This design comes from an exercise in tuning for small area, a short achievable clock period and few clock cycles per item on the open sky130 flow, not from production work. No run shown here included a check of the RTL's function; only the layout flow was run. Power figures rest on the tool's default switching activity, not on a simulated workload.

==> flow/design.v, too long to show whole: its modules and the start of the top module <==
// module frame_scanner: 174 lines
// module line_buffer: 38 lines
// module window_regs: 37 lines
// module conv_engine: 3034 lines
// module conv_top: 97 lines
module conv_top (
    input  logic                                  clk_i,
    input  logic                                  rstn_i,
    input  logic                                  cfg_valid_i,
    input  logic [9*8-1:0]    cfg_coef_i,
    input  conv_pkg::conv_mode_e                  cfg_mode_i,
    input  logic                                  cfg_sat_i,
    input  logic                                  pix_valid_i,
    input  conv_pkg::pix_t                        pix_i,
    input  logic                                  stall_i,
    output logic                                  busy_o,
    output logic                                  out_valid_o,
    output conv_pkg::pix_t                        out_pix_o
);
  // ...
==> flow/run.sh <==
#!/bin/bash
# synth_recipe.tcl (not shown) runs the flow's synth.tcl, then flattens the netlist and writes it again
# the make line also repeats each setting of config.mk as NAME=value (left out here)
make -C /OpenROAD-flow-scripts/flow DESIGN_CONFIG=/design/flow/config.mk WORK_HOME=/design/flow/orfs CLKGATE_MAP_FILE= SYNTH_SCRIPT=/design/flow/synth_recipe.tcl finish
==> flow/config.mk <==
export PLATFORM = sky130hd
export DESIGN_NAME = conv_top
export DESIGN_NICKNAME = conv_top
export VERILOG_FILES = /design/flow/design.v
export SDC_FILE = /design/flow/constraint.sdc
export NUM_CORES = 4
export LEC_CHECK = 0
export CAP_MARGIN = 20
export CORE_MARGIN = 2
export CORE_UTILIZATION = 60
export CTS_BUF_LIST = sky130_fd_sc_hd__clkbuf_8
export CTS_CLUSTER_DIAMETER = 40
export CTS_CLUSTER_SIZE = 16
export SLEW_MARGIN = 20
==> flow/constraint.sdc <==
create_clock -name core_clock -period 11.0 [get_ports {clk_i}]
set_input_delay 2.2000 -clock core_clock [delete_from_list [all_inputs] [get_ports {clk_i}]]
set_output_delay 2.2000 -clock core_clock [all_outputs]
set_load 0.01 [all_outputs]
==> impl_metrics.yaml, run 1 <==
grt:
  track_usage_pct: 21.4
  grt_util_met2_pct: 31.7
  gr-max-usage-layer: "met1"
layout:
  regArea_um2: 112000
  drive_above_1_share_pct: 10.2
  final_nets: 10000
  multi_input_gates: 2511
  multi_input_area_share_pct: 16.4
  largestRegisters: "i_line_buffer.row0_r (2560), i_line_buffer.row1_r (2560), i_conv_engine.coef_r (72)"
  fin_area_um2: 154000
worst_setup_path:
  worst_ep_required_time_ps: 11890
  ff2ff_setup_slack_ps: 5310
  cp-start-kind: "flip-flop"
logic_synthesis:
  yosys_warnings: 5
  synth_compound_area_share_pct: 1.58
  yosysSeqAreaShare_pct: 79.9
  synth_cell_types: 73
  avgSynthCellArea_um2: 15.9
  synthMuxAreaShare_pct: 1.92
  synth_top_area_cell: "dfxtp_1"
timing:
  fin_worst_skew_ps: 143
  worst_slack_ps: 5310
pwr:
  switchingPower_mw: 8.43
  p_int_mw: 26.9
  powerDensity_nw_per_um2: 230
clocking:
  root_buffer: "clkbuf_8"
  cts-resized-gates: 0
  postCtsSetupRepairBufs: 0
  clk_latency_ps: 1150
  cts_htree_levels: 5
  cts_buffers: 464
placement:
  dp.cells: 11800
  port_buffers: 97
  place_ws_ps: 5270
flow_run:
  maxCapViolCount: 0
drt:
  wl_per_cell_um: 20.0
  drc: 0
  wl_met2_mm: 109
status:
  status: "complete, no violations"
==> run 2, diff against run 1 <==
--- a/flow/config.mk
+++ b/flow/config.mk
@@ -9,6 +9,6 @@
 export CORE_MARGIN = 2
 export CORE_UTILIZATION = 60
-export CTS_BUF_LIST = sky130_fd_sc_hd__clkbuf_8
-export CTS_CLUSTER_DIAMETER = 40
-export CTS_CLUSTER_SIZE = 16
+export CTS_BUF_LIST = sky130_fd_sc_hd__clkbuf_16
+export CTS_CLUSTER_DIAMETER = 50
+export CTS_CLUSTER_SIZE = 24
 export SLEW_MARGIN = 20
==> run 2 against run 1 <==
Effect of this change:
- synthesized cell count did not move
- sequential share of layout area shrank 1.3 points
- largest power group unchanged
- wire length grew 1.0%
- maximum frequency barely moved
- via count fell by 0.25%
==> impl_metrics.yaml, run 2 <==
logic_synthesis:
  synth_compound_area_share_pct: 1.58
  ys_async_sr_fraction_pct: 0
  synth_top_family_by_area: "adder cells"
  synth.area.top_cells: "dfxtp_1 76%, fa_1 9.1%, edfxtp_1 3.5%, inv_1 1.6%, mux2_2 1.6%"
  ys.flop_type: "dfxtp_1"
  yosys_warnings: 5
  ys_ff_latch: 5522
  synth_nets: 9641
  synth_cell_types: 73
  synth_xor_area_share_pct: 0.362
  synth_top_area_share_pct: 76.5
  synth_top_area_cell: "dfxtp_1"
  synthMuxAreaShare_pct: 1.92
  yosysSeqAreaShare_pct: 79.9
  yosys.area_share.adder_pct: 9.90
  synth.most_common_cell: "dfxtp_1"
  synth_commonest_cells: "5360 x dfxtp_1, 638 x fa_1, 588 x inv_1, 467 x nand2_1, 336 x and2_1"
  synth-simple-area-share_pct: 4.17
  avgSynthCellArea_um2: 15.9
  netlist_area_um2: 140000
  syn_inst: 8826
  synth-edff-count: 162
timing:
  fin_crit_sh_pct: 51.8
  holdWs_ps: 280
  relSlewSlack_pct: 25.9
  fin_worst_skew_ps: 103
  final_hold_viol_count: 0
  tns_ps: 0
  finalCriticalPeriod_ps: 5690
  fmax_mhz: 176
  finalMaxSlewViolations: 0
  rsz0062_at_grt: "no"
  worstMarginPinSlew_ps: 1110
  setup_viol: 0
layout:
  largestRegisters: "i_line_buffer.row0_r (2560), i_line_buffer.row1_r (2560), i_conv_engine.coef_r (72)"
  n_fill_cell: 16000
  regArea_um2: 112000
  layout_commonest_cell: "dfxtp_1"
  mostFrequentLayoutCells: "5349 x dfxtp_1, 638 x fa_1, 604 x inv_1"
  multiInputGateArea_um2: 25200
  area_growth_pct: 11.5
  drive_above_1_share_pct: 9.48
  final_nets: 9942
clocking:
  root_buffer: "clkbuf_16"
  path_clk_slew_ps: 90
  cts_buffers: 361
  cts_hold_repair.buffers: 0
  clockBufferDepth: 4
  cts-resized-gates: 0
  cts_htree_levels: 5
  tritoncts: "built"
  clk_latency_ps: 1000
  clock-sinks: 5522
  postCtsSetupRepairBufs: 0
die:
  die_area_um2: 238000
  die_x_um: 488
  die_h_um: 488
  start_util_pct: 60.3
  coreArea_um2: 233000
  placementRows: 177
  ios: 98
drt:
  drtIter0Drc: 3455
  antenna_left: 0
  drtPass1Iterations: 6
  vias: 58800
  drc: 0
  viasPerCell: 4.74
  wirelength_mm: 253
  wl_per_cell_um: 20.4
worst_setup_path:
  critPathArrivalTime_ps: 6450
  slowest_stage: "dfxtp_1"
  ff2ff_path_depth: 14
  crit_fanout: 19
  cp_cell_sequence: "nor2b_1 -> ha_1 -> fa_1 -> inv_1 -> fa_1 -> inv_1 -> fa_1 -> fa_1 -> inv_1 -> fa_1 -> fa_1 -> inv_1 -> fa_1 -> mux2_2"
  cp-start-kind: "flip-flop"
  crit_path_frequent_cell: "fa_1"
  cp-end-kind: "flip-flop"
  crit_type: "reg2reg"
  worst_ep_required_time_ps: 11760
  slowest_delay_ps: 1030
pwr:
  power.leakage_nw: 63.0
  switchingPower_mw: 9.09
  p_sw_share_pct: 24.1
  total_power_mw: 37.8
  power_frac_seq_pct: 56.8
  combPwrFrac_pct: 7.5
  p_int_mw: 28.7
  vdd_drop_max_mv: 0.217
  p_clk_share_pct: 35.7
  powerDensity_nw_per_um2: 241
placement:
  gp_congestion: 0.843
  port_buffers: 97
  dpl.hpwl_mm: 169
grt:
  grt_pass1_vias: 59800
  grt-ovfl-total: 0
  grt_start_max_net_pins: 76
  antenna_found_initial: 39
  track_usage_pct: 21.7
  grt_pass1_wl_mm: 377
status:
  status: "complete, no violations"
worst_hold_path:
  min_path_type: "reg2reg"
  hold_depth: 0
flow_run:
  maxCapViolCount: 0
==> run 2: per-stage QoR <==
stage / utilization, % / instance area, µm² / setup WS (ps) / cells
detailed placement: 62.2 / 145000 / 5270 / 11800
floorplan: - / 140000 / 6100 / 8826
global route: 67.3 / 156000 / 5050 / 12400
global placement: 62.2 / 145000 / 5360 / 11800
CTS: 67.3 / 156000 / 5280 / 12400
finish: 67.3 / 156000 / 5310 / 12400
==> run 2: routing by layer <==
layer	vias to the layer above	share of wire [%]	GRT usage (%)
met5	-	0.012	0
met4	4	2.1	5.32
met3	402	5.0	3.87
met2	1305	44	32.7
met1	29100	49	32.7
li1	28000	-	-
==> run 2: power groups by stage <==
stage / logic [mW] / registers, mW / clock network (mW)
2_1_floorplan: 2.18 / 21.5 / 0
3_3_place_gp: 2.80 / 21.9 / 0
3_5_place_dp: 2.86 / 21.9 / 0
4_1_cts: 2.87 / 21.5 / 13.8
5_1_grt: 3.21 / 21.5 / 14.6
6_report: 2.84 / 21.4 / 13.5
==> run 2: layout make-up <==
| class | count | area share, % |
|---|---|---|
| clock inverters | 231 | 1.64 |
| multi-input cells | 2511 | 16.1 |
| inverters | 590 | 1.42 |
| clock buffers | 366 | 5.85 |
| repair buffers | 141 | 0.832 |
| well taps | 3043 | 2.43 |
| flip-flops and latches | 5522 | 71.7 |
| diodes | 22 | 0.0352 |
==> run 2: worst paths after layout <==
check	endpoint	start	slack (ps)
max	i_conv_engine.ob_r[11]$_DFF_P_	i_conv_engine.gauss_r$_SDFFE_PN0P_	5310
min	i_line_buffer.row0_r[353]$_DFF_P_	i_line_buffer.row0_r[361]$_DFF_P_	280
max reg2reg	i_conv_engine.ob_r[11]$_DFF_P_	i_conv_engine.gauss_r$_SDFFE_PN0P_	5310
min reg2reg	i_line_buffer.row0_r[353]$_DFF_P_	i_line_buffer.row0_r[361]$_DFF_P_	280
==> run 2: worst max-delay path: cells and delay by family, from the launching register on <==
kind | cells | cell delay [ps]
simple gates | 1 | 470
buf+inv | 4 | 230
mux | 1 | 260
fa+ha+maj | 8 | 3590
flops | 1 | 1030
==> run 2: logic make-up after synthesis <==
logic type	Yosys count
buf+inv	793
flops	5522
fa+ha+maj	727
compound gates	323
simple gates	1178
mux	225
xor+xnor	58

-- what the ideal ports hide --
How much do the figures lean on ideal ports? The routed layouts below were timed once more, with nothing changed but the port constraints. Step 1, drivers: a clkbuf_16 drives clk_i and a buf_2 each remaining input, both assumed. Step 2 moves the port delays by t, midway between the first and last clock arrival at a register: inputs arrive t later, outputs are due t later. That takes back most of the time a late clock gives input paths. Three values: ideal, step 1, step 2; two values: the first two.
run | shift t [ns] | setup slack, ns | worst register clock-pin slew, ns
run 1 | 1.159 | 5.310 / 5.310 / 5.310 | 0.10 / 0.10
run 2 | 1.017 | 5.306 / 5.306 / 5.306 | 0.09 / 0.09
After both steps setup and hold are still met in every run listed.
